From an optimization exercise on the open Yosys and OpenROAD flow, aimed at small area, a short achievable clock period and few clock cycles; shortcuts taken in it are not production practice.
The RTL was checked by simulation tests, not by an equivalence proof against the original design.
Power and IR drop assume default switching activity.

===== design/flow/flow/run.sh =====
#!/bin/bash
# Standard layout, with the port buffers made from the smallest buffer cell.
set -euo pipefail
bash standard.sh "BUFFER_PORTS_ARGS=-buffer_cell sky130_fd_sc_hd__buf_1" finish > standard_make.log 2>&1

===== design/flow/standard.sh =====
#!/bin/bash
# synth_recipe.tcl (not shown) runs the flow's synth.tcl, then flattens the netlist and writes it again
# the make line also repeats each setting of config.mk as NAME=value (left out here)
make -C /OpenROAD-flow-scripts/flow DESIGN_CONFIG=/design/flow/config.mk WORK_HOME=/design/flow/orfs CLKGATE_MAP_FILE= SYNTH_SCRIPT=/design/flow/synth_recipe.tcl "${@:-finish}"

===== design/flow/config.mk =====
export PLATFORM = sky130hd
export DESIGN_NAME = memory_functional_unit
export DESIGN_NICKNAME = memory_functional_unit
export VERILOG_FILES = /design/flow/design.v
export SDC_FILE = /design/flow/constraint.sdc
export NUM_CORES = 4
export LEC_CHECK = 0
export ABC_AREA = 1
export CAP_MARGIN = 20
export CORE_MARGIN = 2
export CORE_UTILIZATION = 60
export SETUP_SLACK_MARGIN = 3.0
export SLEW_MARGIN = 20

===== design/flow/constraint.sdc =====
create_clock -name core_clock -period 7.0 [get_ports {clk}]
set_input_delay 1.4000 -clock core_clock [delete_from_list [all_inputs] [get_ports {clk}]]
set_output_delay 1.4000 -clock core_clock [all_outputs]
set_load 0.01 [all_outputs]

===== design/flow/design.v =====
package mfu_pkg;
   localparam int DATA_W   = 32;
   localparam int RSV_ID_W = 4;
   localparam int INSTR_W  = 5;
   localparam logic [INSTR_W-1:0] I_LOAD   = 5'h08;
   localparam logic [INSTR_W-1:0] I_LOADB  = 5'h09;    
   localparam logic [INSTR_W-1:0] I_LOADR  = 5'h0a;
   localparam logic [INSTR_W-1:0] I_INPUT  = 5'h0b;    
   localparam logic [INSTR_W-1:0] I_STORE  = 5'h0c;
   localparam logic [INSTR_W-1:0] I_STOREB = 5'h0d;
   localparam logic [INSTR_W-1:0] I_STORER = 5'h0e;
   localparam logic [INSTR_W-1:0] I_OUTPUT = 5'h0f;
   localparam int SB_DEPTH   = 4;
   localparam int SB_PTR_W   = 2;
   localparam int OS_DEPTH   = 4;
   localparam int OS_PTR_W   = 2;
   localparam int AQ_DEPTH_W = 2;
   localparam int CDB_W    = RSV_ID_W + DATA_W;                    
   localparam int OPND_W   = RSV_ID_W + DATA_W + 1;                
   localparam int ISSUE_W  = RSV_ID_W + INSTR_W + 3 * OPND_W;      
   localparam int AENT_W   = RSV_ID_W + INSTR_W + DATA_W;          
   localparam int COMMIT_W = RSV_ID_W + 1;                         
   localparam int MREQ_W   = RSV_ID_W + INSTR_W + 2 * DATA_W;      
   function automatic logic is_store(input logic [INSTR_W-1:0] op);
      is_store = (op == I_STORE) || (op == I_STOREB) || (op == I_STORER) || (op == I_OUTPUT);
   endfunction
   function automatic logic is_load(input logic [INSTR_W-1:0] op);
      is_load = (op == I_LOAD) || (op == I_LOADB) || (op == I_LOADR) || (op == I_INPUT);
   endfunction
   function automatic logic is_minus(input logic [INSTR_W-1:0] op);
      is_minus = (op == I_LOADB) || (op == I_STOREB);
   endfunction
   function automatic logic [OPND_W-1:0] capture(input logic [OPND_W-1:0] op,
                                                 input logic [CDB_W-1:0] cdb,
                                                 input logic cdb_valid);
      capture = op;
      if (cdb_valid && !op[0] && op[OPND_W-1 -: RSV_ID_W] == cdb[CDB_W-1 -: RSV_ID_W]) begin
         capture = {op[OPND_W-1 -: RSV_ID_W], cdb[DATA_W-1:0], 1'b1};
      end
   endfunction
endpackage
module memory_functional_unit #(
   parameter int NS = 2,     
   parameter int NQ = 1,     
   parameter int EXCL = 0,
   parameter int GOSAFE = 0
) (
   input  logic         clk,
   input  logic         nrst,
   input  logic [119:0] i_issue,
   input  logic         i_issue_valid,
   output logic         o_issue_ready,
   input  logic [35:0]  i_cdb,
   input  logic         i_cdb_valid,
   input  logic [4:0]   i_commit,
   input  logic         i_commit_valid,
   output logic [35:0]  o_cdb,
   output logic         o_cdb_valid,
   input  logic         i_cdb_ready,
   output logic [72:0]  o_mem,
   output logic         o_mem_valid,
   input  logic         i_mem_ready
);
   localparam int SW = (NS > 4) ? 3 : (NS > 2) ? 2 : 1;                 
   localparam int PW = (NS > 4) ? 4 : (NS > 2) ? 3 : (NS > 1) ? 2 : 1;  
   localparam int QW = (NQ > 4) ? 3 : (NQ > 2) ? 2 : 1;
   logic [3:0]  is_rob;
   logic        is_st;
   logic [1:0]  is_lo;
   logic [36:0] is_base, is_off, is_data;
   assign is_rob  = i_issue[119:116];
   assign is_st   = i_issue[113];
   assign is_lo   = i_issue[112:111];
   assign is_base = i_issue[110:74];
   assign is_off  = i_issue[73:37];
   assign is_data = i_issue[36:0];
   logic [3:0]  cdb_tag;
   logic [31:0] cdb_val;
   assign cdb_tag = i_cdb[35:32];
   assign cdb_val = i_cdb[31:0];
   logic [3:0]  sb_rob   [NS];
   logic [1:0]  sb_lo    [NS];
   logic [31:0] sb_addr  [NS];
   logic [31:0] sb_data  [NS];
   logic        sb_dfill [NS];
   logic        sb_pend  [NS];    
   logic        sb_aok   [NS];    
   logic        sb_live  [NS];    
   logic        sb_canc  [NS];    
   logic [PW-1:0] sb_head, sb_tail, sb_cptr;    
   logic [SW-1:0] hd, tl, cp;
   assign hd = (NS > 1) ? sb_head[SW-1:0] : '0;
   assign tl = (NS > 1) ? sb_tail[SW-1:0] : '0;
   assign cp = (NS > 1) ? sb_cptr[SW-1:0] : '0;
   logic [3:0]    q_rob  [NQ];
   logic          q_st   [NQ];
   logic [1:0]    q_lo   [NQ];
   logic [32:0]   q_base [NQ];
   logic [32:0]   q_off  [NQ];
   logic [SW-1:0] q_sbi  [NQ];
   logic [QW-1:0] q_head, q_tail;
   logic [QW:0]   q_cnt;
   logic [QW-1:0] qh;
   assign qh = (NQ > 1) ? q_head : '0;
   logic          a_valid;
   logic [3:0]    a_rob;
   logic          a_st;
   logic [1:0]    a_lo;
   logic [31:0]   a_addr;
   logic [SW-1:0] a_sbi;
   logic          a_off;      
   logic          fr_valid;       
   logic [3:0]    fr_rob;
   logic [SW-1:0] fr_idx;
   logic          st_held;        
   logic [NS-1:0] a_hit;
   logic          a_any;
   logic [SW-1:0] a_hidx;
   logic          a_ld;
   assign a_ld = a_valid && !a_st;
   always_comb begin
      a_any  = 1'b0;
      a_hidx = '0;
      for (int e = 0; e < NS; e++) begin
         a_hit[e] = sb_live[e] && sb_addr[e] == a_addr
                    && !(EXCL == 0 && !sb_pend[e] && tl == e[SW-1:0]);
         if (a_hit[e]) begin
            a_any  = 1'b1;
            a_hidx = e[SW-1:0];
         end
      end
   end
   logic st_ok, st_cand, st_drop, sel_st, ld_offer, mem_take_st, mem_take_ld;
   logic cdb_take, fr_free, a_fwd, a_go;
   assign st_ok   = sb_pend[hd] && (sb_cptr != sb_head) && sb_aok[hd];
   assign st_cand = st_ok && !sb_canc[hd] && sb_dfill[hd];
   assign st_drop = st_ok && sb_canc[hd];
   assign sel_st  = st_cand && (st_held || !a_ld);
   assign ld_offer = a_ld && (!a_any || a_off) && !sel_st;
   assign mem_take_st = sel_st && i_mem_ready;
   assign mem_take_ld = ld_offer && i_mem_ready;
   assign o_mem_valid = a_ld ? (st_held || a_off || !a_any) : st_cand;
   logic out_ld;
   assign out_ld = a_ld && !st_held;
   assign o_mem = out_ld ? {a_rob, 3'b010, a_lo, a_addr, sb_data[hd]}
                         : {sb_rob[hd], 3'b011, sb_lo[hd], sb_addr[hd], sb_data[hd]};
   assign o_cdb_valid = fr_valid && sb_dfill[fr_idx];
   assign o_cdb       = {fr_rob, sb_data[fr_idx]};
   assign cdb_take    = o_cdb_valid && i_cdb_ready;
   assign fr_free     = !fr_valid || cdb_take;
   assign a_fwd = a_ld && a_any && !a_off && fr_free;
   assign a_go  = a_valid && (a_st || mem_take_ld || a_fwd);
   logic          qh_ready, q_pop, q_empty, q_full, bypass;
   assign q_empty  = (q_cnt == 0);
   assign q_full   = (q_cnt == NQ);
   assign qh_ready = !q_empty && q_base[qh][0] && q_off[qh][0];
   assign q_pop    = qh_ready && (!a_valid || a_go);
   logic sb_can_alloc, accept, alloc;
   logic a_go_safe, q_pop_safe;
   assign sb_can_alloc  = !sb_pend[tl] && !(fr_valid && fr_idx == tl)
                          && !(EXCL == 1 && a_ld && !a_off && sb_live[tl]);
   assign a_go_safe     = a_st || (GOSAFE == 1 && a_off && !sel_st && i_mem_ready);
   assign q_pop_safe    = qh_ready && (!a_valid || a_go_safe);
   logic pass_ok;
   assign pass_ok = !q_empty && !q_st[qh] && !qh_ready && !is_st && is_base[0] && is_off[0];
   assign o_issue_ready = (!q_full || q_pop_safe || (pass_ok && (!a_valid || a_go_safe)))
                          && (sb_can_alloc || !is_st);
   assign accept = i_issue_valid && o_issue_ready;
   assign alloc  = accept && is_st;
   assign bypass = accept && (q_empty || pass_ok) && is_base[0] && is_off[0] && (!a_valid || a_go);
   logic [31:0] ad_base, ad_off, ad_sum;
   logic        ad_minus;
   always_comb begin
      if (qh_ready) begin
         ad_base  = q_base[qh][32:1];
         ad_off   = q_off[qh][32:1];
         ad_minus = (q_lo[qh] == 2'b01);
      end else begin
         ad_base  = is_base[32:1];
         ad_off   = is_off[32:1];
         ad_minus = (is_lo == 2'b01);
      end
   end
   logic [31:0] ad_b, ad_p, ad_g;
   logic [31:0] pg_g [6];
   logic [31:0] pg_p [6];
   always_comb begin
      ad_b = ad_off ^ {32{ad_minus}};
      ad_p = ad_base ^ ad_b;
      ad_g = ad_base & ad_b;
      pg_g[0]    = ad_g;
      pg_g[0][0] = ad_g[0] | (ad_p[0] & ad_minus);
      pg_p[0]    = ad_p;
      for (int l = 0; l < 5; l++) begin
         for (int i = 0; i < 32; i++) begin
            if (((i >> l) & 1) != 0) begin
               pg_g[l+1][i] = pg_g[l][i] | (pg_p[l][i] & pg_g[l][((i >> l) << l) - 1]);
               pg_p[l+1][i] = pg_p[l][i] & pg_p[l][((i >> l) << l) - 1];
            end else begin
               pg_g[l+1][i] = pg_g[l][i];
               pg_p[l+1][i] = pg_p[l][i];
            end
         end
      end
      ad_sum[0] = ad_p[0] ^ ad_minus;
      for (int i = 1; i < 32; i++) begin
         ad_sum[i] = ad_p[i] ^ pg_g[5][i-1];
      end
   end
   logic commit_st;
   assign commit_st = i_commit_valid && (sb_cptr != sb_tail) && sb_rob[cp] == i_commit[4:1];
   always_ff @(posedge clk) begin
      if (nrst) begin
         for (int e = 0; e < NS; e++) begin
            sb_pend[e] <= 1'b0;
            sb_live[e] <= 1'b0;
         end
         sb_head  <= '0;
         sb_tail  <= '0;
         sb_cptr  <= '0;
         q_head   <= '0;
         q_tail   <= '0;
         q_cnt    <= '0;
         a_valid  <= 1'b0;
         fr_valid <= 1'b0;
         st_held  <= 1'b0;
      end else begin
         for (int e = 0; e < NS; e++) begin
            if (i_cdb_valid && !sb_dfill[e] && sb_data[e][3:0] == cdb_tag) begin
               sb_data[e]  <= cdb_val;
               sb_dfill[e] <= 1'b1;
            end
         end
         for (int j = 0; j < NQ; j++) begin
            if (i_cdb_valid && !q_base[j][0] && q_base[j][4:1] == cdb_tag) begin
               q_base[j] <= {cdb_val, 1'b1};
            end
            if (i_cdb_valid && !q_off[j][0] && q_off[j][4:1] == cdb_tag) begin
               q_off[j] <= {cdb_val, 1'b1};
            end
         end
         if (alloc) begin
            sb_rob[tl]   <= is_rob;
            sb_lo[tl]    <= is_lo;
            sb_data[tl]  <= {is_data[32:5], is_data[0] ? is_data[4:1] : is_data[36:33]};
            sb_dfill[tl] <= is_data[0];
            if (i_cdb_valid && !is_data[0] && is_data[36:33] == cdb_tag) begin
               sb_data[tl]  <= cdb_val;
               sb_dfill[tl] <= 1'b1;
            end
            sb_pend[tl] <= 1'b1;
            sb_aok[tl]  <= 1'b0;
            sb_canc[tl] <= 1'b0;
            sb_live[tl] <= 1'b0;
            sb_tail     <= PW'(sb_tail + 1'b1);
         end
         if (accept && !bypass) begin
            q_rob[q_tail]  <= is_rob;
            q_st[q_tail]   <= is_st;
            q_lo[q_tail]   <= is_lo;
            q_sbi[q_tail]  <= tl;
            q_base[q_tail] <= {is_base[32:5], is_base[0] ? is_base[4:1] : is_base[36:33], is_base[0]};
            q_off[q_tail]  <= {is_off[32:5],  is_off[0]  ? is_off[4:1]  : is_off[36:33],  is_off[0]};
            if (i_cdb_valid && !is_base[0] && is_base[36:33] == cdb_tag) begin
               q_base[q_tail] <= {cdb_val, 1'b1};
            end
            if (i_cdb_valid && !is_off[0] && is_off[36:33] == cdb_tag) begin
               q_off[q_tail] <= {cdb_val, 1'b1};
            end
            q_tail <= (NQ > 1) ? QW'(q_tail + 1'b1) : '0;
         end
         if (q_pop) begin
            q_head <= (NQ > 1) ? QW'(q_head + 1'b1) : '0;
         end
         q_cnt <= q_cnt + (accept && !bypass) - q_pop;
         if (q_pop) begin
            a_rob  <= q_rob[qh];
            a_st   <= q_st[qh];
            a_lo   <= q_lo[qh];
            a_addr <= ad_sum;
            a_sbi  <= q_sbi[qh];
         end else if (bypass) begin
            a_rob  <= is_rob;
            a_st   <= is_st;
            a_lo   <= is_lo;
            a_addr <= ad_sum;
            a_sbi  <= tl;
         end
         if (q_pop || bypass) begin
            a_valid <= 1'b1;
            a_off   <= 1'b0;
         end else begin
            if (a_go) begin
               a_valid <= 1'b0;
            end
            if (ld_offer && !i_mem_ready) begin
               a_off <= 1'b1;
            end
         end
         if (a_valid && a_st) begin
            for (int e = 0; e < NS; e++) begin
               if (a_hit[e]) begin
                  sb_live[e] <= 1'b0;
               end
            end
            sb_addr[a_sbi] <= a_addr;
            sb_aok[a_sbi]  <= 1'b1;
            sb_live[a_sbi] <= 1'b1;
         end
         if (a_fwd) begin
            fr_rob   <= a_rob;
            fr_idx   <= a_hidx;
            fr_valid <= 1'b1;
         end else if (cdb_take) begin
            fr_valid <= 1'b0;
         end
         if (commit_st) begin
            sb_canc[cp] <= i_commit[0];
            sb_cptr     <= PW'(sb_cptr + 1'b1);
         end
         if (mem_take_st || st_drop) begin
            sb_pend[hd] <= 1'b0;
            sb_head     <= PW'(sb_head + 1'b1);
         end
         if (st_drop) begin
            sb_live[hd] <= 1'b0;
         end
         st_held <= sel_st && !i_mem_ready;
      end
   end
endmodule

==> run summary, run 1 <==
status=finished clean; number of antenna violations at the first check in global routing=9; Die Width=around 170 um; worst hold start=a_rob[2]; CTS H-Tree Depth=1; Yosys warning count=3; Mapped Cells=2,200; crit path buf inv count=6; clock latency on the worst-skew pair=just under 0.6 ns; chip height=about 170 um; sequential share of power=between 30% and 40%; Reg area=8310 sq um; Crit path max-delay family=adder cells; hold crit path type=register to register; Worst setup SP type=primary input; Comb pwr share=around 42%; post-layout util=a little over two thirds; clk_skew=0.0219 ns; maximum fanout along the worst path=7; Mapped Area=about 17,000 sq um; worst slew pin tran=just over 0.9 ns; Nets=roughly 2,700; routed wire length=approximately 51 mm; Final Setup Violations=0; clk buf depth=3; dpl hpwl=around 36 mm; Worst Path Required=approximately 7.3 ns; largest net degree at the start of global routing=just under 80; Mapped Avg Cell Area=around 7.9 sq um; PortBufs=275; CTS sink cnt=285; Clk pwr share=roughly a quarter; P_sw=~2.8 mW; Pwr per Cell Area=around 350 nW/um^2; Worst path slowest cell=fa_2; number of global-route vias before repair=approximately 15,000; critical path launch point=i_issue[112]; gp weighted congestion=0.910; Relative slew margins=39.0%; CP endpoint kind=register; core area=approximately 29,000 sq um; main flop type after synthesis=edfxtp_1; Mapped Nets=around 2,400; grt total ovfl=0; FP Rows=62; TritonCTS buffer count=31; io pins=280; layout cell share with drive strength beyond 1=roughly 7%; Sw Ratio=between 30% and 40%; Max rail drop VDD=between 0.0002 and 0.00025 V; final hold vios=0; first-pass GRT wire length=roughly 80 mm; crit path cell chain=buf_2 > nand3b_1 > o31ai_4 > buf_12 > buf_4 > xor2_2 > inv_1 > ha_1 > nand2_1 > o21ai_2 > a21o_1 > a21o_1 > nand2_1 > nand2_2 > nand2_4 > nand2_4 > inv_2 > fa_2 > inv_1; initial drt markers=roughly 1,500; area grow syn2layout=15.7%; CTS root buffer=clkbuf_16; initial core utilization=between 60% and 70%; Worst path max stage delay=just over 0.5 ns; leakage=8.73 nW; filler instances=2,424; Seq cells post-synth=about 290; total negative slack=0 ns; fmax=between 200 and 300 MHz; Antenna Nets Post-Route=0; Avg WL per Cell=17.8 um; CP Class=primary input to register; Slew Limit Fails=0; RR Startpoint=q_off[0][0]; RSZ-0062 raised after global routing=true; drt pass-1 iters=5; asr flop ratio synth=0%; die area=30,500 sq um; FF-to-FF setup slack=around 3.2 ns; # DRC=0; area of the multi-input gates=roughly 7900 sq um; max_cap viols=0; Unique masters post-synth=between 50 and 60; total track usage=approximately a third; final worst path period share=56.7%; via count=15,861; clock slew at reported path FFs=~0.06 ns; CTS tree=yes; register area share after synthesis=47.5%; via-per-instance ratio=between 5 and 6; crit path DAT=~4.3 ns; internal power=about 4.4 mW; Post-synth EDFFs=260; Period minus WS final=between 3 and 4 ns
## power groups by stage
stage | clock [mW] | sequential [mW] | combinational, mW
after floorplan | 0 | 2.41 | 2.09
after global placement | 0 | 2.46 | 2.67
after detailed placement | 0 | 2.47 | 2.76
after CTS | 1.69 | 2.44 | 2.83
after global routing | 1.76 | 2.47 | 3.39
final | 1.68 | 2.44 | 3.04
## repair_timing
action | 4_1_cts | 5_1_grt
pin swaps | 2 | 4
setup buffers | 5 | 19
resized for setup | 14 | 25
gates cloned | 1 | 1
endpoints found under the hold margin | 0 | 0
endpoints found under the setup margin | 73 | 35
hold buffers | 0 | 0
## worst register-to-register path: stages (launching register included)
cell,delay [ns]
dfxtp_1,0.35
inv_1,0.09
nor3_4,0.22
inv_2,0.11
buf_16,0.20
o21ai_0,0.46
xor2_2,0.22
inv_1,0.07
ha_1,0.27
nand2_1,0.05
o21ai_2,0.19
a21o_1,0.20
a21o_1,0.16
nand2_1,0.07
nand2_2,0.13
nand2_4,0.09
nand2_4,0.13
inv_2,0.05
fa_2,0.51
inv_1,0.03
## cell usage after synthesis (5+ instances only)
| cell type | instances | area, sq um |
|---|---|---|
| a31oi_1 | 5 | 31.3 |
| xor2_1 | 52 | 455 |
| inv_2 | 5 | 18.8 |
| a21oi_1 | 37 | 185 |
| mux2i_1 | 9 | 90.1 |
| xnor2_1 | 39 | 342 |
| nor3_1 | 15 | 75.1 |
| a221oi_1 | 5 | 43.8 |
| buf_2 | 17 | 85.1 |
| clkbuf_1 | 55 | 206 |
| o21ai_2 | 14 | 123 |
| buf_4 | 10 | 75.1 |
| o21ai_0 | 210 | 1050 |
| nand2_1 | 798 | 3000 |
| fa_1 | 5 | 100 |
| nand3_1 | 80 | 400 |
| o22ai_1 | 8 | 50.1 |
| o21ai_1 | 50 | 250 |
| nand4_1 | 20 | 125 |
| nor2_1 | 90 | 338 |
| buf_6 | 10 | 113 |
| inv_1 | 263 | 987 |
| ha_1 | 31 | 388 |
| dfxtp_1 | 25 | 500 |
| a21o_1 | 7 | 52.6 |
| edfxtp_1 | 260 | 7810 |
| o211ai_1 | 25 | 188 |
## worst paths after layout
path / end / cells past startpoint
worst max-delay path: a_addr[16] / 19
worst max register to register: a_addr[16] / 19
worst min register to register: fr_rob[2] / 0
worst min-delay path: fr_rob[2] / 0
## through the flow
stage	instances	hold WS (ns)	total power, mW	setup WS, ns	cell area, sq um
2_1_floorplan	2200	0.419	4.50	2.77	17600
3_3_place_gp	2783	0.432	5.13	2.00	18800
3_5_place_dp	2783	0.437	5.23	1.88	18800
4_1_cts	2847	0.453	6.96	2.91	19900
5_1_grt	2871	0.456	7.61	2.90	20200
6_report	2873	0.452	7.17	3.03	20200
## final cells by class
type                    instances  share of cell area [%]
well taps                     384                    2.37
diodes                          6                  0.0742
clock inverters                17                   0.791
inverters                     272                    5.08
flip-flops and latches        285                    41.1
multi-input cells            1548                    38.8
repair buffers                320                    7.41
clock buffers                  41                    4.37
## sequential cells by signal, summed over array words and instances (netlist names), 8 cells and up, named ones only
register  flops
sb_rob        8
q_off        33
a_addr       32
sb_addr      64
q_base       33
sb_data      64
## per-layer routing
layer	wire length, um	global-route usage [%]	vias to the layer above
li1	-	-	7718
met5	46	0	-
met1	20800	42.8	7349
met4	1980	12.3	6
met2	24300	54.1	672
met3	3980	5.83	116
## cell families (layout without fill, tap and decap cells)
family                     count (synthesis)  count (layout)  synth area share (%)
and+or+nand+nor                         1031            1032                  23.8
AOI/OAI and AO/OA                        377             377                  12.0
buffers and inverters                    368             650                  8.68
DFF                                      285             285                  47.5
xor gates and xnor gates                  91              91                  4.56
adders and majority gates                 36              36                  2.79
muxes                                     10              10                 0.580
other                                      2               8                0.0430
## layout by cell type (no fill, tap or decap), types with 25 or more instances in the layout
| master | netlist | layout |
|---|---|---|
| xor2_1 | 52 | 47 |
| clkbuf_16 | 0 | 32 |
| o21ai_1 | 50 | 53 |
| o211ai_1 | 25 | 25 |
| inv_1 | 263 | 261 |
| buf_1 | 4 | 271 |
| edfxtp_1 | 260 | 260 |
| nand2_1 | 798 | 792 |
| nand3_1 | 80 | 79 |
| ha_1 | 31 | 31 |
| o21ai_0 | 210 | 204 |
| nor2_1 | 90 | 85 |
| buf_4 | 10 | 36 |
| a21oi_1 | 37 | 34 |
| xnor2_1 | 39 | 38 |
Testbench counts, summed over its fixed seeds: cycles 9,134.
==> inputs of run 2 (changes only) <==
--- a/design/flow/config.mk
+++ b/design/flow/config.mk
@@ -8,6 +8,6 @@
 export ABC_AREA = 1
 export CAP_MARGIN = 20
 export CORE_MARGIN = 2
-export CORE_UTILIZATION = 60
+export CORE_UTILIZATION = 50
 export SETUP_SLACK_MARGIN = 3.0
 export SLEW_MARGIN = 20
==> run summary, run 2 <==
core area=34,500 sq um (+20%); Hold Path End=fr_rob[0]; Mapped Nets=2,404 (unchanged); CTS tree=yes; status=finished clean; Yosys warning count=3 (unchanged); Mapped Avg Cell Area=7.95 sq um (unchanged); PortBufs=275 (unchanged); Nets=2,657 (-0.19%); area of the multi-input gates=7800 sq um (-0.70%); CTS root buffer=clkbuf_16; Synth Area in Adders=2.79% (unchanged); maximum fanout along the worst path=11 (+4); XOR/XNOR Fraction of Synth Area=4.56% (unchanged); leakage=8.69 nW (-0.49%); largest net degree at the start of global routing=81 (+2.5%); Period minus WS final=3.87 ns (-0.105 ns); top cell type's share of synthesized area=44.7% (unchanged); area grow syn2layout=15.9%; commonest non-fill, non-tap cell in the layout=nand2_1; largest family of logic cells by synthesized area=simple AND/OR/NAND/NOR gates; Max rail drop VDD=0.000217 V (+8.1%); most frequent cell after synthesis=nand2_1; total negative slack=0 ns (unchanged); RR Endpoint=a_addr[16]; Slew Limit Fails=0 (unchanged); post-layout util=58.8% (-12 points); gp weighted congestion=0.906 (-0.42%); Mapped Cells=2,200 (unchanged); top flop regs=sb_addr: 64 flops, sb_data: 64 flops; grt total ovfl=0 (unchanged); main flop type after synthesis=edfxtp_1; Pwr per Cell Area=354 nW/um^2 (about the same); total track usage=29.0% (-3.5 points); filler instances=3,212 (+33%); asr flop ratio synth=0% (unchanged); Final Setup Violations=0 (unchanged); Worst path slowest cell=fa_2; Relative slew margins=45.1% (+6.1 points); hold crit path type=register to register; CTS H-Tree Depth=2 (+1); routed wire length=53.2 mm (+4.0%); crit path DAT=4.14 ns (-0.16 ns); Antenna Nets Post-Route=0 (unchanged); FF-to-FF setup slack=3.23 ns (+0.07 ns); Unique masters post-synth=55 (unchanged); post-synthesis simple-gate area fraction=23.8% (unchanged); max_cap viols=0 (unchanged); Mapped Area=17,500 sq um (unchanged); area leader, netlist=edfxtp_1; clk_skew=0.0214 ns (-0.000459 ns); dpl hpwl=38.2 mm (+4.7%); layout cell share with drive strength beyond 1=6.21% (-0.67 points); crit path cell chain=clkbuf_2 > nand3b_1 > o31ai_4 > buf_12 > buf_4 > xor2_1 > ha_1 > nand2_1 > o21ai_2 > a21o_1 > a21o_1 > nand2_1 > nand2_2 > nand2_1 > nand2_4 > inv_2 > fa_2 > inv_1; post-route insts no fill=2,937 (+2.2%); io pins=280 (unchanged); Avg WL per Cell=18.1 um (+1.8%); hold path depth=0 (unchanged); CP Class=primary input to register; final hold vios=0 (unchanged); # DRC=0 (unchanged); most frequent cells in the layout=793 x nand2_1, 271 x buf_1, 261 x inv_1; CTS sink cnt=285 (unchanged); final worst path period share=55.2% (-1.5 points); Die Width=191 um (+9.3%); initial core utilization=50.7% (-10 points); mux cell area share after synthesis=0.580% (unchanged); Worst Path Required=7.27 ns (-0.06 ns); clock slew at reported path FFs=0.06 ns (about the same); RSZ-0062 raised after global routing=true; number of global-route vias before repair=14,592 (-1.3%); register area share after synthesis=47.5% (unchanged); Worst path max stage delay=0.50 ns (about the same); worst hold start=a_rob[0]; clk buf depth=3 (unchanged); CP endpoint kind=register; via-per-instance ratio=5.30 (-4.1%); most frequent CP cell=nand2_1; clock latency on the worst-skew pair=0.52 ns (-0.06 ns); FP Rows=68 (+9.7%); Seq cells post-synth=285 (unchanged); Worst setup SP type=primary input; first-pass GRT wire length=80.9 mm (+3.5%); worst slew pin tran=0.824 ns (-0.0910 ns); Post-synth EDFFs=260 (unchanged); Synth Area in Compound Gates=12.0% (unchanged); TritonCTS buffer count=35 (+13%); Post-synth top cells=798 x nand2_1, 263 x inv_1, 260 x edfxtp_1, 210 x o21ai_0, 90 x nor2_1; chip height=191 um (+9.3%); Area contributors post-synth=edfxtp_1 45%, nand2_1 17%, o21ai_0 6.0%; via count=15,557 (-1.9%); final setup margin=3.13 ns (+0.105 ns); fmax=259 MHz (+2.7%); die area=36,500 sq um (+20%); drt pass-1 iters=6 (+1); number of antenna violations at the first check in global routing=8 (-1); Setup WS pre-CTS=1.90 ns (+0.0133 ns); Worst Reg-to-Reg Cells=20 (+1); placed cells=2,855 (+2.6%); initial drt markers=1,111 (-27%); RR Startpoint=q_off[0][0]; Reg area=8320 sq um (about the same)
==> run 2: cell counts after synthesis <==
No cell type changed its count.
==> run 2: how the worst max path moves through the flow <==
stage	start	end	depth (start not counted)
3_5_place_dp	i_issue[111]	a_addr[16]	18
2_1_floorplan	i_issue[112]	a_addr[16]	19
4_1_cts	i_issue[112]	a_addr[16]	18
6_report	i_issue[112]	a_addr[16]	18
3_3_place_gp	i_issue[112]	a_addr[16]	18
5_1_grt	i_issue[112]	a_addr[31]	19
==> run 2: logic make-up (layout without fill, tap and decap cells) <==
family,count (synthesis),after routing
other cells,2,5
mux,10,10
xor+xnor,91,91
flops,285,285
simple gates,1031,1031
buf+inv,368,647
fa+ha+maj,36,36
compound gates,377,377
==> run 2: critical path: cells and delay by family <==
family,cells,cell delay [ns]
AND/OR/NAND/NOR,6,0.58
XOR/XNOR,1,0.13
adder cells (fa/ha/maj),2,0.83
buffers and inverters,5,0.51
AO/OA/AOI/OAI,4,0.66
==> run 2: report_power, final <==
part           internal (mW)  total, mW  switching [mW]  leakage, nW
logic                   1.07       2.98            1.91         5.56
registers               2.28       2.44           0.169         2.58
clock network           1.04       1.75           0.712        0.542
==> run 2: metrics by stage <==
stage                     hold slack, ns  area [sq um]  power (mW)
after floorplan                    0.419         17600        4.50
after global placement             0.440         18900        5.21
after detailed placement           0.441         18900        5.27
after CTS                          0.455         20100        7.13
after global routing               0.482         20200        7.69
final                              0.453         20300        7.18
==> run 2: what timing repair did <==
action,4_1_cts,5_1_grt
gates cloned,1,0
hold buffers,0,0
pin swaps,4,3
buffers inserted,9,6
setup endpoints to repair,139,27
gates resized for setup,13,26
==> run 2: cell type report <==
class / count / share of cell area, %
inverter: 272 / 5.13
antenna: 3 / 0.0371
multi-input combinational: 1547 / 38.5
sequential: 285 / 41.1
clock buffer: 46 / 4.74
timing repair buffer: 312 / 7.07
tap: 455 / 2.81
clock inverter: 17 / 0.655
==> run 2: per-layer routing <==
metal / vias to the layer above / part of all wire, % / global-route usage (%)
met1: 7257 / 43 / 38.3
li1: 7709 / - / -
met4: 6 / 4.1 / 11.9
met5: - / 0.077 / 0
met3: 111 / 6.9 / 5.89
met2: 474 / 46 / 46.6
==> inputs of run 3 (changes only) <==
--- a/design/flow/config.mk
+++ b/design/flow/config.mk
@@ -8,6 +8,8 @@
 export ABC_AREA = 1
 export CAP_MARGIN = 20
 export CORE_MARGIN = 2
-export CORE_UTILIZATION = 50
+export CORE_UTILIZATION = 60
+export CTS_CLUSTER_DIAMETER = 80
+export CTS_CLUSTER_SIZE = 22
 export SETUP_SLACK_MARGIN = 3.0
 export SLEW_MARGIN = 20
==> run summary, run 3 <==
io pins=280 (unchanged); grt total ovfl=0 (unchanged); CP endpoint kind=register; CTS sink cnt=285 (unchanged); chip height=175 um (-8.5%); clock latency on the worst-skew pair=0.53 ns (about the same); clk buf depth=3 (unchanged); Reg area=8310 sq um (about the same); top flop regs=sb_addr: 64 flops, sb_data: 64 flops; drt pass-1 iters=5 (-1); Worst Path Required=7.29 ns (+0.02 ns); CTS H-Tree Depth=1 (-1); filler instances=2,479 (-23%); worst slew pin tran=0.912 ns (+0.0876 ns); layout cell share with drive strength beyond 1=5.69% (-0.52 points); CTS Hold Bufs=0 (unchanged); area grow syn2layout=12.3%; gp weighted congestion=0.910 (+0.42%); final hold vios=0 (unchanged); status=finished clean; number of antenna violations at the first check in global routing=8 (unchanged); maximum fanout along the worst path=7 (-4); commonest non-fill, non-tap cell in the layout=nand2_1; Yosys warning count=3 (unchanged); clock slew at reported path FFs=0.09 ns (+0.03 ns); most frequent cells in the layout=792 x nand2_1, 271 x buf_1, 261 x inv_1; routed wire length=49.9 mm (-6.1%); initial drt markers=1,364 (+23%); largest net degree at the start of global routing=79 (-2.5%); first-pass GRT wire length=77.5 mm (-4.2%); total negative slack=0 ns (unchanged); CTS root buffer=clkbuf_16; number of global-route vias before repair=14,700 (+0.74%); Max rail drop VDD=0.000230 V (+6.2%); Mapped Nets=2,404 (unchanged); die area=30,500 sq um (-16%); CP Class=primary input to register; initial core utilization=60.9% (+10 points); final worst path period share=55.9% (+0.66 points); hold crit path type=register to register; Die Width=175 um (-8.5%); dpl hpwl=36.4 mm (-4.5%); PortBufs=275 (unchanged); asr flop ratio synth=0% (unchanged); Slew Limit Fails=0 (unchanged); # DRC=0 (unchanged); Seq cells post-synth=285 (unchanged); Fin Hold WS=0.459 ns (+0.00612 ns); Worst path max stage delay=0.51 ns (about the same); via count=15,583 (+0.17%); total track usage=32.2% (+3.2 points); most frequent cell after synthesis=nand2_1; CTS tree=yes; area leader, netlist=edfxtp_1; Relative slew margins=39.2% (-5.8 points); Area contributors post-synth=edfxtp_1 45%, nand2_1 17%, o21ai_0 6.0%; RSZ-0062 raised after global routing=true; crit path DAT=4.20 ns (+0.06 ns); Mapped Avg Cell Area=7.95 sq um (unchanged); leakage=8.40 nW (-3.4%); main flop type after synthesis=edfxtp_1; Mapped Area=17,500 sq um (unchanged); Unique masters post-synth=55 (unchanged); clk_skew=0.0186 ns (-0.00276 ns); Period minus WS final=3.91 ns (+0.0460 ns); Antenna Nets Post-Route=0 (unchanged); via-per-instance ratio=5.50 (+3.8%); Final Setup Violations=0 (unchanged); Avg WL per Cell=17.6 um (-2.7%); max_cap viols=0 (unchanged); Worst path slowest cell=fa_2; FF-to-FF setup slack=3.20 ns (-0.03 ns); Post-synth top cells=798 x nand2_1, 263 x inv_1, 260 x edfxtp_1, 210 x o21ai_0, 90 x nor2_1; crit path cell chain=buf_2 > nand3b_1 > o31ai_4 > buf_12 > buf_16 > xor2_1 > ha_1 > nand2_1 > o21ai_4 > a21o_1 > a21o_1 > nand2_1 > nand2_2 > nand2_2 > nand2_4 > inv_2 > fa_2 > inv_1; register area share after synthesis=47.5% (unchanged); top cell type's share of synthesized area=44.7% (unchanged); Post-synth EDFFs=260 (unchanged); FP Rows=62 (-8.8%); core area=28,700 sq um (-17%); TritonCTS buffer count=17 (-51%); fmax=256 MHz (-1.2%); Mapped Cells=2,200 (unchanged); Nets=2,640 (-0.64%); Worst setup SP type=primary input; area of the multi-input gates=7870 sq um (+0.85%); Pwr per Cell Area=332 nW/um^2 (-6.3%)
## run 3: cell count changes in the layout (fill, tap and decap cells not counted), sizes merged
cell    change
diode       +3
inv         +2
clkinv     -11
bufinv      -3
clkbuf     -25
buf         +2
## run 3: routing by layer
metal / track usage, % / share of wire, % / vias up
met5: 0 / 0.054 / -
met4: 11.6 / 3.9 / 4
met3: 5.48 / 8.0 / 97
met2: 53.6 / 47 / 646
met1: 42.7 / 41 / 7183
li1: - / - / 7653
## run 3: path summary, 6_finish.rpt
| path | start | end | depth (start not counted) |
|---|---|---|---|
| max | i_issue[112] | a_addr[16] | 18 |
| min | a_rob[0] | fr_rob[0] | 0 |
| max reg2reg | q_off[0][0] | a_addr[16] | 17 |
| min reg2reg | a_rob[0] | fr_rob[0] | 0 |
## run 3: report_power, final
| group | switching, mW | internal, mW |
|---|---|---|
| clock network | 0.588 | 0.459 |
| registers | 0.168 | 2.27 |
| logic | 1.94 | 1.09 |
| total | 2.70 | 3.82 |
## run 3: through the flow
stage | worst slack, ns | std cells | power, mW | cell area (sq um) | utilization, %
finish | 3.09 | 2834 | 6.52 | 19600 | 68.4
global route | 2.96 | 2831 | 6.96 | 19600 | 68.4
CTS | 2.92 | 2818 | 6.34 | 19400 | 67.7
detailed placement | 1.88 | 2783 | 5.23 | 18800 | 65.4
global placement | 2.00 | 2783 | 5.13 | 18800 | 65.4
floorplan | 2.77 | 2200 | 4.50 | 17600 | -
## run 3: kinds of logic after synthesis
group | after synthesis | synth area share [%]
buffers and inverters | 368 | 8.68
multiplexers | 10 | 0.580
XOR/XNOR | 91 | 4.56
adder cells (fa/ha/maj) | 36 | 2.79
flip-flops | 285 | 47.5
other | 2 | 0.0430
AND/OR/NAND/NOR | 1031 | 23.8
AO/OA/AOI/OAI | 377 | 12.0
## run 3: repair_timing
item | CTS | global route
setup endpoints to repair | 72 | 34
pin swaps | 2 | 6
resized for setup | 14 | 30
cloned | 2 | 0
setup buffers | 6 | 10
## run 3: final cells by class
type,count,share of cell area [%]
Sequential cell,285,42.4
Tap cell,384,2.45
Inverter,272,5.24
Clock inverter,5,0.204
Clock buffer,22,2.26
Timing Repair Buffer,313,7.34
Multi-Input combinational cell,1547,40.1
Antenna cell,6,0.0765
## run 3: worst max-delay path: cells and delay by family
family	cells	cell delay, ns
xor gates and xnor gates	1	0.14
buffers and inverters	5	0.51
adders and majority gates	2	0.86
AOI/OAI and AO/OA	4	0.64
and+or+nand+nor	6	0.63
==> inputs of run 4 (changes only) <==
--- a/design/flow/config.mk
+++ b/design/flow/config.mk
@@ -8,8 +8,8 @@
 export ABC_AREA = 1
 export CAP_MARGIN = 20
 export CORE_MARGIN = 2
-export CORE_UTILIZATION = 60
+export CORE_UTILIZATION = 55
 export CTS_CLUSTER_DIAMETER = 80
-export CTS_CLUSTER_SIZE = 22
+export CTS_CLUSTER_SIZE = 25
 export SETUP_SLACK_MARGIN = 3.0
 export SLEW_MARGIN = 20
==> run summary, run 4 <==
CTS tree=yes; Mapped Area=17,500 sq um (unchanged); initial core utilization=55.7% (-5.2 points); grt total ovfl=0 (unchanged); drt pass-1 iters=5 (unchanged); most frequent cells in the layout=793 x nand2_1, 271 x buf_1, 260 x edfxtp_1; FP Rows=65 (+4.8%); io pins=280 (unchanged); crit path cell chain=nor2_2 > inv_1 > nor2_4 > inv_4 > o21ai_0 > buf_1; Worst Path Required=5.60 ns (-1.69 ns); register area share after synthesis=47.5% (unchanged); Pwr per Cell Area=337 nW/um^2 (+1.6%); # DRC=0 (unchanged); maximum fanout along the worst path=64 (+57); final hold vios=0 (unchanged); Nets=2,643 (+0.11%); most frequent cell after synthesis=nand2_1; post-route insts no fill=2,858 (+0.85%); asr flop ratio synth=0% (unchanged); layout cell share with drive strength beyond 1=6.29% (+0.60 points); Slew Limit Fails=0 (unchanged); total track usage=30.2% (-2.1 points); via count=15,318 (-1.7%); largest net degree at the start of global routing=79 (unchanged); clk buf depth=3 (unchanged); Mapped Cells=2,200 (unchanged); crit path DAT=2.48 ns (-1.72 ns); dpl hpwl=36.6 mm (+0.49%); Worst path max stage delay=0.43 ns (-0.08 ns); status=finished clean; RSZ-0062 raised after global routing=true; CTS root buffer=clkbuf_16; CTS Hold Bufs=0 (unchanged); CP endpoint kind=output port; hold crit path type=register to register; worst slew pin tran=0.755 ns (-0.157 ns); Post-synth top cells=798 x nand2_1, 263 x inv_1, 260 x edfxtp_1, 210 x o21ai_0, 90 x nor2_1; fmax=258 MHz (+0.88%); die area=33,200 sq um (+8.9%); initial drt markers=1,117 (-18%); Seq cells post-synth=285 (unchanged); gp weighted congestion=0.938 (+3.0%); leakage=8.48 nW (+1.1%); clk_skew=0.0237 ns (+0.00508 ns); area grow syn2layout=13.6%; Final Setup Violations=0 (unchanged); number of global-route vias before repair=14,537 (-1.1%); Mapped Avg Cell Area=7.95 sq um (unchanged); CP Class=register to output port; Worst setup SP type=register; PortBufs=275 (unchanged); via-per-instance ratio=5.36 (-2.5%); Unique masters post-synth=55 (unchanged); first-pass GRT wire length=78.4 mm (+1.2%); CTS sink cnt=285 (unchanged); CTS H-Tree Depth=1 (unchanged); chip height=182 um (+4.3%); Post-synth EDFFs=260 (unchanged); Mapped Nets=2,404 (unchanged); Period minus WS final=3.88 ns (-0.0340 ns); Die Width=182 um (+4.3%); commonest non-fill, non-tap cell in the layout=nand2_1; Avg WL per Cell=17.6 um (about the same); Antenna Nets Post-Route=0 (unchanged); placed cells=2,802 (+0.68%); max_cap viols=0 (unchanged); Yosys warning count=3 (unchanged); area leader, netlist=edfxtp_1; number of antenna violations at the first check in global routing=10 (+2); core area=31,400 sq um (+9.4%); Worst path slowest cell=edfxtp_1; Area contributors post-synth=edfxtp_1 45%, nand2_1 17%, o21ai_0 6.0%; total negative slack=0 ns (unchanged); final worst path period share=55.4% (-0.49 points); clock latency on the worst-skew pair=0.53 ns (about the same); clock slew at reported path FFs=0.10 ns (about the same); Max rail drop VDD=0.000215 V (-6.6%); top flop regs=sb_addr: 64 flops, sb_data: 64 flops; TritonCTS buffer count=18 (+1); main flop type after synthesis=edfxtp_1; top cell type's share of synthesized area=44.7% (unchanged); routed wire length=50.4 mm (+0.92%); Relative slew margins=49.6% (+10 points)
==> run 4: metrics by stage <==
stage | power (mW) | worst slack [ns] | util, % | hold WS [ns] | area, sq um
2_1_floorplan | 4.50 | 2.77 | - | 0.419 | 17600
3_3_place_gp | 5.17 | 1.97 | 59.9 | 0.433 | 18800
3_5_place_dp | 5.25 | 1.92 | 59.9 | 0.440 | 18800
4_1_cts | 6.55 | 2.92 | 62.4 | 0.460 | 19600
5_1_grt | 7.19 | 2.96 | 63.3 | 0.471 | 19900
6_report | 6.70 | 3.12 | 63.3 | 0.458 | 19900
==> run 4: logic make-up after synthesis <==
logic type / synth area share [%]
adders and majority gates: 2.79
muxes: 0.580
xor gates and xnor gates: 4.56
AOI/OAI and AO/OA: 12.0
buffers and inverters: 8.68
DFF: 47.5
other: 0.0430
and+or+nand+nor: 23.8
==> run 4: power breakdown <==
group / switching, mW / internal [mW]
sequential: 0.171 / 2.27
clock: 0.642 / 0.572
combinational: 1.94 / 1.11
total: 2.75 / 3.95
==> run 4: worst paths after layout <==
path / cells after the start / to / slack (ns) / start
worst max-delay path: 6 / o_mem[37] / 3.12 / a_st
worst min-delay path: 2 / sb_aok[0] / 0.46 / sb_aok[0]
worst max register to register: 22 / a_addr[27] / 3.28 / q_cnt[0]
worst min register to register: 2 / sb_aok[0] / 0.46 / sb_aok[0]
==> run 4: final cells by class <==
class	count	area [sq um]
antenna	6	15.0
tap	402	503
inverter	272	1030
clock inverter	10	139
clock buffer	21	493
sequential	285	8310
fill	2858	11500
timing repair buffer	315	1450
multi-input combinational	1547	7920
==> run 4: worst max-delay path, delay by kind of cell (launching register included) <==
family                 cells  cell delay (ns)
AO/OA/AOI/OAI              1             0.43
buffers and inverters      3             0.60
flip-flops                 1             0.43
AND/OR/NAND/NOR            2             0.46
==> run 4: metal layers <==
layer | up-vias | track usage (%) | part of all wire (%) | wire [um]
met1 | 7067 | 40.3 | 42 | 21400
met2 | 509 | 50.0 | 47 | 23800
met3 | 77 | 5.73 | 7.3 | 3660
li1 | 7655 | - | - | -
met5 | - | 0 | 0.13 | 68
met4 | 10 | 9.39 | 3.0 | 1490
==> run 4: repair_timing <==
| item | in CTS | in global routing |
|---|---|---|
| setup buffers | 8 | 10 |
| gates cloned | 1 | 0 |
| pin swaps | 2 | 9 |
| endpoints found under the setup margin | 129 | 37 |
| gates resized for setup | 16 | 34 |
==> inputs of run 5 (changes only) <==
--- a/design/flow/config.mk
+++ b/design/flow/config.mk
@@ -8,8 +8,8 @@
 export ABC_AREA = 1
 export CAP_MARGIN = 20
 export CORE_MARGIN = 2
-export CORE_UTILIZATION = 55
+export CORE_UTILIZATION = 45
 export CTS_CLUSTER_DIAMETER = 80
-export CTS_CLUSTER_SIZE = 25
+export CTS_CLUSTER_SIZE = 22
 export SETUP_SLACK_MARGIN = 3.0
 export SLEW_MARGIN = 20
==> run summary, run 5 <==
clock slew at reported path FFs=0.09 ns (about the same); crit path DAT=4.20 ns (+1.72 ns); number of global-route vias before repair=14,669 (+0.91%); Comb pwr share=45.6% (about the same); RR Endpoint=a_addr[16]; post-layout util=52.0% (-11 points); Mapped Area=17,500 sq um (unchanged); Avg WL per Cell=18.0 um (+2.2%); final worst path period share=55.8% (+0.42 points); Antenna Nets Post-Route=0 (unchanged); Slew Limit Fails=0 (unchanged); top flop regs=sb_addr: 64 flops, sb_data: 64 flops; Final Setup Violations=0 (unchanged); register area share after synthesis=47.5% (unchanged); Final Power=6.71 mW (+0.16%); RSZ-0062 raised after global routing=true; CP Class=primary input to register; clk buf depth=3 (unchanged); placed cells=2,919 (+4.2%); Worst Reg-to-Reg Cells=19 (-14%); Mapped Cells=2,200 (unchanged); most frequent cell after synthesis=nand2_1; largest net degree at the start of global routing=77 (-2.5%); Clk pwr share=17.9% (-0.2 points); Relative slew margins=48.0% (-1.6 points); CTS sink cnt=285 (unchanged); total negative slack=0 ns (unchanged); core area=38,500 sq um (+23%); leakage=8.50 nW (+0.19%); max_cap viols=0 (unchanged); initial core utilization=45.4% (-10 points); RR Startpoint=q_off[0][0]; Yosys warning count=3 (unchanged); Nets=2,646 (+0.11%); Post-synth top cells=798 x nand2_1, 263 x inv_1, 260 x edfxtp_1, 210 x o21ai_0, 90 x nor2_1; CTS tree=yes; io pins=280 (unchanged); GRT busiest layer=met2; most frequent cells in the layout=789 x nand2_1, 271 x buf_1, 260 x edfxtp_1; fmax=256 MHz (-0.75%); Post-synth EDFFs=260 (unchanged); Placement Cell Area=19,000 sq um (+0.84%); Seq cells post-synth=285 (unchanged); layout cell share with drive strength beyond 1=6.52% (+0.23 points); Sw Ratio=41.0% (-0.044 points); Max rail drop VDD=0.000221 V (+2.7%); area grow syn2layout=14.4%; Worst setup SP type=primary input; clk_skew=0.0239 ns (+0.000154 ns); asr flop ratio synth=0% (unchanged); final instance area=20,000 sq um (+0.67%); gp weighted congestion=0.909 (-3.0%); Fin Hold WS=0.458 ns (-0.000611 ns); Pwr per Cell Area=336 nW/um^2 (-0.51%); CTS root buffer=clkbuf_16; number of antenna violations at the first check in global routing=10 (unchanged); Unique masters post-synth=55 (unchanged); Die Width=201 um (+10%); top cell type's share of synthesized area=44.7% (unchanged); grt total ovfl=0 (unchanged); CTS H-Tree Depth=1 (unchanged); dpl hpwl=39.1 mm (+6.9%); Mapped Avg Cell Area=7.95 sq um (unchanged); routed wire length=53.6 mm (+6.4%); met2 GRT Util=44.0% (-6.0 points); sequential share of power=36.5% (about the same); final setup margin=3.09 ns (-0.0292 ns); hold path depth=0 (-2); filler instances=3,788 (+33%); via-per-instance ratio=5.22 (-2.5%); chip height=201 um (+10%); status=finished clean; GR Layer Usage met3=4.94% (-0.79 points); worst setup path end=a_addr[16]; initial drt markers=1,012 (-9.4%); Area contributors post-synth=edfxtp_1 45%, nand2_1 17%, o21ai_0 6.0%; FP Rows=72 (+11%); via count=15,548 (+1.5%); FF-to-FF setup slack=3.20 ns (-0.08 ns); total track usage=25.8% (-4.4 points); TritonCTS buffer count=19 (+1); CTS Hold Bufs=0 (unchanged); clock latency on the worst-skew pair=0.54 ns (about the same); Period minus WS final=3.91 ns (+0.0292 ns); drt pass-1 iters=5 (unchanged); main flop type after synthesis=edfxtp_1; PortBufs=275 (unchanged); Mapped Nets=2,404 (unchanged); post-route insts no fill=2,976 (+4.1%); internal power=3.96 mW (+0.23%); Setup WS pre-CTS=1.92 ns (-0.00406 ns); commonest non-fill, non-tap cell in the layout=nand2_1; critical path launch point=i_issue[112]; maximum fanout along the worst path=5 (-92%); final hold vios=0 (unchanged); met1 global-route usage=33.7% (-6.6 points); area leader, netlist=edfxtp_1; hold crit path type=register to register; worst slew pin tran=0.780 ns (+0.0245 ns); P_sw=2.75 mW (about the same); die area=40,400 sq um (+22%); CP endpoint kind=register; Worst Path Required=7.29 ns (+1.69 ns); # DRC=0 (unchanged); first-pass GRT wire length=81.5 mm (+3.9%)
run 5: cell counts after synthesis:
Identical to the previous run, type by type.
run 5: worst min path at each step:
| stage | slack (ns) | from | end |
|---|---|---|---|
| after floorplan | 0.42 | sb_aok[0] | sb_aok[0] |
| after CTS | 0.46 | a_rob[2] | fr_rob[2] |
| final | 0.46 | a_rob[2] | fr_rob[2] |
| after global placement | 0.43 | a_rob[2] | fr_rob[2] |
| after global routing | 0.48 | a_rob[2] | fr_rob[2] |
| after detailed placement | 0.44 | a_rob[2] | fr_rob[2] |
run 5: logic make-up after synthesis:
logic type                 count (synthesis)  synth area share, %
xor gates and xnor gates                  91                 4.56
AOI/OAI and AO/OA                        377                 12.0
and+or+nand+nor                         1031                 23.8
buffers and inverters                    368                 8.68
muxes                                     10                0.580
other                                      2               0.0430
DFF                                      285                 47.5
adders and majority gates                 36                 2.79
run 5: final cells by class:
cell class                      instances  area [sq um]  area share, %
Timing Repair Buffer                  317          1470           7.33
Inverter                              272          1030           5.13
Antenna cell                            4          10.0         0.0501
Clock buffer                           26           502           2.51
Tap cell                              518           648           3.24
Multi-Input combinational cell       1547          7930           39.7
Clock inverter                          7           103          0.513
Sequential cell                       285          8310           41.6
run 5: metal layers:
layer	routed length, um	vias up
met1	22700	7336
met3	3690	85
met2	25700	449
met5	69	-
li1	-	7668
met4	1500	10
run 5: what timing repair did:
item	in CTS	in global routing
setup endpoints to repair	71	26
pin swaps	3	14
buffers inserted	8	10
resized for setup	17	40
gates cloned	1	1
run 5: worst max-delay path: stages:
cell       delay (ns)
clkbuf_2         0.12
nand3b_1         0.21
o31ai_4          0.16
clkbuf_16        0.27
buf_4            0.11
xor2_1           0.05
ha_1             0.35
a21oi_4          0.09
o21ai_2          0.18
a21o_1           0.19
a21o_1           0.17
nand2_1          0.07
nand2_2          0.08
nand2_2          0.07
nand2_4          0.09
inv_2            0.04
fa_2             0.50
inv_1            0.04
run 5: power by group through the flow:
stage / registers, mW / logic [mW] / clock network [mW]
after floorplan: 2.41 / 2.09 / 0
after global placement: 2.48 / 2.72 / 0
after detailed placement: 2.49 / 2.78 / 0
after CTS: 2.45 / 2.91 / 1.22
after global routing: 2.48 / 3.45 / 1.28
final: 2.45 / 3.06 / 1.20
==> inputs of run 6 (changes only) <==
--- a/design/flow/config.mk
+++ b/design/flow/config.mk
@@ -8,7 +8,7 @@
 export ABC_AREA = 1
 export CAP_MARGIN = 20
 export CORE_MARGIN = 2
-export CORE_UTILIZATION = 45
+export CORE_UTILIZATION = 50
 export CTS_CLUSTER_DIAMETER = 80
 export CTS_CLUSTER_SIZE = 22
 export SETUP_SLACK_MARGIN = 3.0
==> run summary, run 6 <==
status=finished clean; CTS root buffer=clkbuf_16; layout cell share with drive strength beyond 1=5.59% (-0.93 points); asr flop ratio synth=0% (unchanged); Final Power=6.65 mW (-1.0%); CTS H-Tree Depth=1 (unchanged); hold path depth=0 (unchanged); final worst path period share=55.8% (-0.064 points); total track usage=28.7% (+2.9 points); CTS tree=yes; initial core utilization=50.7% (+5.3 points); top flop regs=sb_addr: 64 flops, sb_data: 64 flops; worst slew pin tran=0.812 ns (+0.0327 ns); Avg WL per Cell=18.2 um (+1.0%); final instance area=19,800 sq um (-0.98%); RSZ-0062 raised after global routing=true; Slew Limit Fails=0 (unchanged); clock slew at reported path FFs=0.09 ns (about the same); crit path DAT=4.20 ns (about the same); leakage=8.45 nW (-0.61%); Worst Path Required=7.29 ns (about the same); chip height=191 um (-5.0%); # DRC=0 (unchanged); Period minus WS final=3.90 ns (-0.00449 ns); Post-synth top cells=798 x nand2_1, 263 x inv_1, 260 x edfxtp_1, 210 x o21ai_0, 90 x nor2_1; top cell type's share of synthesized area=44.7% (unchanged); most frequent cell after synthesis=nand2_1; total negative slack=0 ns (unchanged); Hold Path End=fr_rob[0]; gp weighted congestion=0.906 (-0.34%); area leader, netlist=edfxtp_1; Max rail drop VDD=0.000222 V (+0.49%); Mapped Cells=2,200 (unchanged); clk_skew=0.0227 ns (-0.00119 ns); number of antenna violations at the first check in global routing=7 (-3); CTS sink cnt=285 (unchanged); dpl hpwl=38.2 mm (-2.5%); core area=34,500 sq um (-10%); PortBufs=275 (unchanged); Pwr per Cell Area=336 nW/um^2 (about the same); FF-to-FF setup slack=3.17 ns (-0.03 ns); Relative slew margins=45.8% (-2.2 points); io pins=280 (unchanged); RR Startpoint=q_off[0][0]; Seq cells post-synth=285 (unchanged); via-per-instance ratio=5.31 (+1.7%); via count=15,447 (-0.65%); Unique masters post-synth=55 (unchanged); max_cap viols=0 (unchanged); Mapped Nets=2,404 (unchanged); clk buf depth=3 (unchanged); RR Endpoint=a_addr[16]; Mapped Avg Cell Area=7.95 sq um (unchanged); die area=36,500 sq um (-9.8%); hold crit path type=register to register; main flop type after synthesis=edfxtp_1; final hold vios=0 (unchanged); Mapped Area=17,500 sq um (unchanged); Worst Reg-to-Reg Cells=20 (+1); Final Setup Violations=0 (unchanged); commonest non-fill, non-tap cell in the layout=nand2_1; Area contributors post-synth=edfxtp_1 45%, nand2_1 17%, o21ai_0 6.0%; CP Class=primary input to register; CP endpoint kind=register; Worst setup SP type=primary input; fmax=256 MHz (+0.11%); routed wire length=52.9 mm (-1.3%); Yosys warning count=3 (unchanged); Post-synth EDFFs=260 (unchanged); Die Width=191 um (-5.0%); initial drt markers=1,041 (+2.9%); number of global-route vias before repair=14,416 (-1.7%); Placement Cell Area=18,900 sq um (-0.44%); Antenna Nets Post-Route=0 (unchanged); most frequent cells in the layout=793 x nand2_1, 271 x buf_1, 261 x inv_1; register area share after synthesis=47.5% (unchanged); maximum fanout along the worst path=11 (+6); TritonCTS buffer count=19 (unchanged); worst hold start=a_rob[0]; largest net degree at the start of global routing=81 (+5.2%); drt pass-1 iters=5 (unchanged); grt total ovfl=0 (unchanged); area grow syn2layout=13.3%; clock latency on the worst-skew pair=0.53 ns (about the same); Nets=2,641 (-0.19%); first-pass GRT wire length=80.4 mm (-1.3%); FP Rows=68 (-5.6%)
==> run 6: cell count changes in the layout (fill, tap and decap cells not counted), moves of 4 or more <==
cell     change
nand2_2      -4
xnor2_1      +4
buf_4        -4
inv_8        -5
nand2_1      +4
xnor2_2      -4
==> run 6: stage by stage <==
step | utilization (%) | worst slack [ns] | hold slack (ns) | instances
after floorplan | - | 2.77 | 0.419 | 2200
after global placement | 54.8 | 1.94 | 0.440 | 2855
after detailed placement | 54.8 | 1.90 | 0.441 | 2855
after CTS | 57.0 | 3.00 | 0.462 | 2898
after global routing | 57.4 | 2.96 | 0.489 | 2905
final | 57.5 | 3.10 | 0.460 | 2908
==> run 6: timing repair <==
item,in CTS,in global routing
pin swaps,3,3
cloned,1,0
setup endpoints to repair,148,33
resized for setup,15,25
hold buffers,0,0
setup buffers,8,7
==> run 6: how the worst max path moves through the flow <==
stage / startpoint / endpoint / slack, ns / cells past startpoint
final: i_issue[112] / a_addr[16] / 3.10 / 18
after global routing: i_issue[112] / a_addr[31] / 2.96 / 17
after CTS: register / o_mem_valid / 3.00 / 7
after detailed placement: i_issue[111] / a_addr[16] / 1.90 / 18
after global placement: i_issue[112] / a_addr[16] / 1.94 / 18
after floorplan: i_issue[112] / a_addr[16] / 2.77 / 19
==> run 6: power breakdown <==
group	switching, mW	internal [mW]	total (mW)
Sequential	0.169	2.27	2.44
Clock	0.635	0.560	1.20
Combinational	1.92	1.09	3.01
Total	2.73	3.92	6.65
==> run 6: cell families (layout without fill, tap and decap cells) <==
logic type | Yosys count | in the layout | synth area share (%)
AND/OR/NAND/NOR | 1031 | 1031 | 23.8
AO/OA/AOI/OAI | 377 | 377 | 12.0
buffers and inverters | 368 | 618 | 8.68
flip-flops | 285 | 285 | 47.5
XOR/XNOR | 91 | 91 | 4.56
adder cells (fa/ha/maj) | 36 | 36 | 2.79
multiplexers | 10 | 10 | 0.580
other | 2 | 5 | 0.0430
==> run 6: layout make-up <==
cell class,instances,area [sq um]
flip-flops and latches,285,8320
diodes,3,7.51
well taps,455,569
clock buffers,24,494
multi-input cells,1547,7820
repair buffers,312,1430
clock inverters,10,118
inverters,272,1050
fillers,3284,14700
==> run 6: per-layer routing <==
layer	wire length (um)	track usage, %	vias to the layer above
met2	24400	46.4	534
met3	3940	5.45	93
li1	-	-	7665
met5	41	0	-
met4	2020	10.5	6
met1	22500	38.5	7149
==> run 6: critical path, stage by stage <==
cell	delay, ns
clkbuf_2	0.12
nand3b_1	0.16
o31ai_4	0.10
buf_12	0.16
buf_4	0.14
xor2_1	0.13
ha_1	0.34
nand2_1	0.09
o21ai_2	0.24
a21o_1	0.20
a21o_1	0.14
nand2_1	0.07
nand2_2	0.10
nand2_1	0.09
nand2_4	0.11
inv_2	0.04
fa_2	0.50
inv_1	0.05
==> inputs of run 7 (changes only) <==
--- a/design/flow/config.mk
+++ b/design/flow/config.mk
@@ -11,5 +11,5 @@
 export CORE_UTILIZATION = 50
 export CTS_CLUSTER_DIAMETER = 80
 export CTS_CLUSTER_SIZE = 22
-export SETUP_SLACK_MARGIN = 3.0
+export SETUP_SLACK_MARGIN = 3.2
 export SLEW_MARGIN = 20
==> run summary, run 7 <==
gp weighted congestion=0.906 (about the same); first-pass GRT wire length=80.5 mm (+0.13%); FF-to-FF setup slack=3.22 ns (+0.05 ns); dpl hpwl=37.8 mm (-0.93%); Setup WS pre-CTS=1.89 ns (-0.0108 ns); FP Rows=68 (unchanged); total track usage=28.8% (+0.10 points); Post-synth EDFFs=260 (unchanged); Mapped Avg Cell Area=7.95 sq um (unchanged); TritonCTS buffer count=18 (-1); maximum fanout along the worst path=5 (-6); number of global-route vias before repair=14,493 (+0.53%); die area=36,500 sq um (unchanged); Max rail drop VDD=0.000198 V (-11%); Worst Path Required=7.40 ns (+0.11 ns); io pins=280 (unchanged); Comb pwr share=48.9% (+3.6 points); drt pass-1 iters=6 (+1); status=finished clean; hold crit path type=register to register; Antenna Nets Post-Route=0 (unchanged); via-per-instance ratio=5.26 (-1.0%); top cell type's share of synthesized area=44.7% (unchanged); Unique masters post-synth=55 (unchanged); Final Power=6.97 mW (+4.8%); crit path DAT=4.27 ns (+0.07 ns); CP endpoint kind=register; clk_skew=0.0294 ns (+0.00671 ns); final worst path period share=55.3% (-0.47 points); Post-synth top cells=798 x nand2_1, 263 x inv_1, 260 x edfxtp_1, 210 x o21ai_0, 90 x nor2_1; final setup margin=3.13 ns (+0.0326 ns); Sw Ratio=41.3% (+0.26 points); clk buf depth=3 (unchanged); worst hold start=sb_aok[0]; main flop type after synthesis=edfxtp_1; CTS root buffer=clkbuf_16; Seq cells post-synth=285 (unchanged); worst slew pin tran=0.795 ns (-0.0170 ns); Hold Path End=sb_aok[0]; register area share after synthesis=47.5% (unchanged); Fin Hold WS=0.462 ns (+0.00276 ns); Slew Limit Fails=0 (unchanged); internal power=4.09 mW (+4.3%); grt total ovfl=0 (unchanged); sequential share of power=35.0% (-1.7 points); Relative slew margins=47.0% (+1.1 points); chip height=191 um (unchanged); Worst setup SP type=primary input; commonest non-fill, non-tap cell in the layout=nand2_1; total negative slack=0 ns (unchanged); Area contributors post-synth=edfxtp_1 45%, nand2_1 17%, o21ai_0 6.0%; initial core utilization=50.7% (unchanged); clock slew at reported path FFs=0.09 ns (about the same); Die Width=191 um (unchanged); P_sw=2.88 mW (+5.5%); Worst Reg-to-Reg Cells=20 (unchanged); hold path depth=2 (+2); RSZ-0062 raised after global routing=true; Worst path max stage delay=0.43 ns (-0.07 ns); Pwr per Cell Area=342 nW/um^2 (+2.0%); Crit path max-delay family=compound AO/OA/AOI/OAI gates; Period minus WS final=3.87 ns (-0.0326 ns); core area=34,500 sq um (unchanged); RR Startpoint=q_off[0][0]; Nets=2,664 (+0.87%); routed wire length=53.3 mm (+0.67%); most frequent cells in the layout=766 x nand2_1, 269 x buf_1, 260 x edfxtp_1; CTS Hold Bufs=0 (unchanged); most frequent cell after synthesis=nand2_1; initial drt markers=1,127 (+8.3%); CTS sink cnt=285 (unchanged); clock latency on the worst-skew pair=0.53 ns (about the same); critical path launch point=i_issue[112]; CTS H-Tree Depth=1 (unchanged); CTS tree=yes; Mapped Area=17,500 sq um (unchanged); layout cell share with drive strength beyond 1=9.06% (+3.5 points); leakage=8.74 nW (+3.5%); # DRC=0 (unchanged); Yosys warning count=3 (unchanged); PortBufs=275 (unchanged); crit path cell chain=buf_8 > nand3b_1 > o31ai_4 > buf_12 > buf_12 > xor2_4 > ha_1 > a21o_1 > a21oi_4 > o21ai_4 > a21o_1 > a21o_1 > nand2_1 > nand2_2 > nand2_2 > nand2_4 > inv_2 > fa_2 > inv_2; fmax=258 MHz (+0.84%); area grow syn2layout=16.4%; Worst path slowest cell=fa_2; Mapped Cells=2,200 (unchanged); number of antenna violations at the first check in global routing=7 (unchanged); CP Class=primary input to register; area leader, netlist=edfxtp_1; crit path buf inv count=5 (unchanged); Mapped Nets=2,404 (unchanged); RR Endpoint=a_addr[16]; asr flop ratio synth=0% (unchanged); top flop regs=sb_addr: 64 flops, sb_data: 64 flops; Avg WL per Cell=18.2 um (-0.22%); most frequent CP cell=a21o_1; Final Setup Violations=0 (unchanged); via count=15,428 (-0.12%); Clk pwr share=16.1% (-1.9 points); max_cap viols=0 (unchanged); final hold vios=0 (unchanged); largest net degree at the start of global routing=72 (-11%)
run 7: cell counts after synthesis:
No cell type changed its count.
run 7: timing repair:
action | CTS | global route
setup endpoints to repair | 232 | 104
setup buffers | 25 | 11
pin swaps | 16 | 31
resized for setup | 61 | 86
gates cloned | 3 | 1
run 7: final cells by class:
type | count | area [sq um]
Timing Repair inverter | 1 | 7.51
Timing Repair Buffer | 335 | 1690
Inverter | 272 | 1060
Fill cell | 3231 | 14100
Tap cell | 455 | 569
Sequential cell | 285 | 8310
Antenna cell | 7 | 17.5
Multi-Input combinational cell | 1547 | 8140
Clock inverter | 8 | 61.3
Clock buffer | 24 | 494
run 7: worst max-delay path by stage:
stage | to | slack, ns | cells after the start
6_report | a_addr[16] | 3.13 | 19
5_1_grt | a_addr[24] | 3.02 | 21
4_1_cts | a_addr[16] | 3.15 | 20
3_5_place_dp | a_addr[16] | 1.89 | 18
3_3_place_gp | a_addr[16] | 1.92 | 18
2_1_floorplan | a_addr[16] | 2.77 | 19
run 7: worst min-delay path: stages (launching register included):
cell	delay, ns
dfxtp_1	0.32
nand2_1	0.06
nand2_1	0.05
run 7: routing by layer:
layer	up-vias	routed length, um	global-route usage, %
met4	8	1650	9.09
met5	-	57	0
met2	475	24800	46.9
met1	7153	22900	38.3
met3	88	3830	6.48
li1	7704	-	-
run 7: cells by family (layout without fill, tap and decap cells):
kind of cell,Yosys count,count (layout),synth area share [%]
other cells,2,9,0.0430
buf+inv,368,640,8.68
mux,10,10,0.580
simple gates,1031,1031,23.8
xor+xnor,91,91,4.56
fa+ha+maj,36,36,2.79
flops,285,285,47.5
compound gates,377,377,12.0
run 7: metrics by stage:
step	std cells	cell area [sq um]	utilization, %
after detailed placement	2855	18900	54.8
after global routing	2927	20300	59.0
after CTS	2915	19900	57.8
after global placement	2855	18900	54.8
after floorplan	2200	17600	-
final	2934	20300	59.1
run 7: power by group through the flow:
stage               Clock, mW  Sequential [mW]  Combinational [mW]
floorplan                   0             2.41                2.09
global placement            0             2.47                2.74
detailed placement          0             2.48                2.79
CTS                      1.14             2.43                3.09
global route             1.20             2.46                3.80
finish                   1.12             2.44                3.40

[separate check: timing with driven ports]
The results above use ideal ports. As a check the final layouts listed here were re-extracted and re-timed, cells and wires unchanged.
Step 1 (the two cells are an assumption about what drives the block):
set clk [get_ports {clk}]
set_driving_cell -lib_cell sky130_fd_sc_hd__clkbuf_16 $clk
set_driving_cell -lib_cell sky130_fd_sc_hd__buf_2 [delete_from_list [all_inputs] $clk]
Step 2 moves the port delays by t, midway between the first and last clock arrival at a register: inputs arrive t later, outputs are due t later. That takes back most of the time a late clock gives input paths.
Three values: no drivers, after step 1, after step 2; two values: the first two.
run	shift t [ns]	setup slack, ns	worst slew at a driven data input, ns
run 1	0.622	3.028 / 3.057 / 2.435	0.09
run 2	0.561	3.133 / 3.079 / 2.595	0.08
run 3	0.573	3.087 / 3.079 / 2.541	0.09
run 4	0.567	3.121 / 3.069 / 2.624	0.10
run 5	0.588	3.092 / 3.032 / 2.535	0.09
run 6	0.577	3.096 / 3.045 / 2.543	0.08
run 7	0.574	3.129 / 3.143 / 2.570	0.09
After both steps every run listed still meets setup and hold. The setup slack of run 1, which loses most, moves by +0.029 ns with the drivers and by -0.593 ns with both steps.
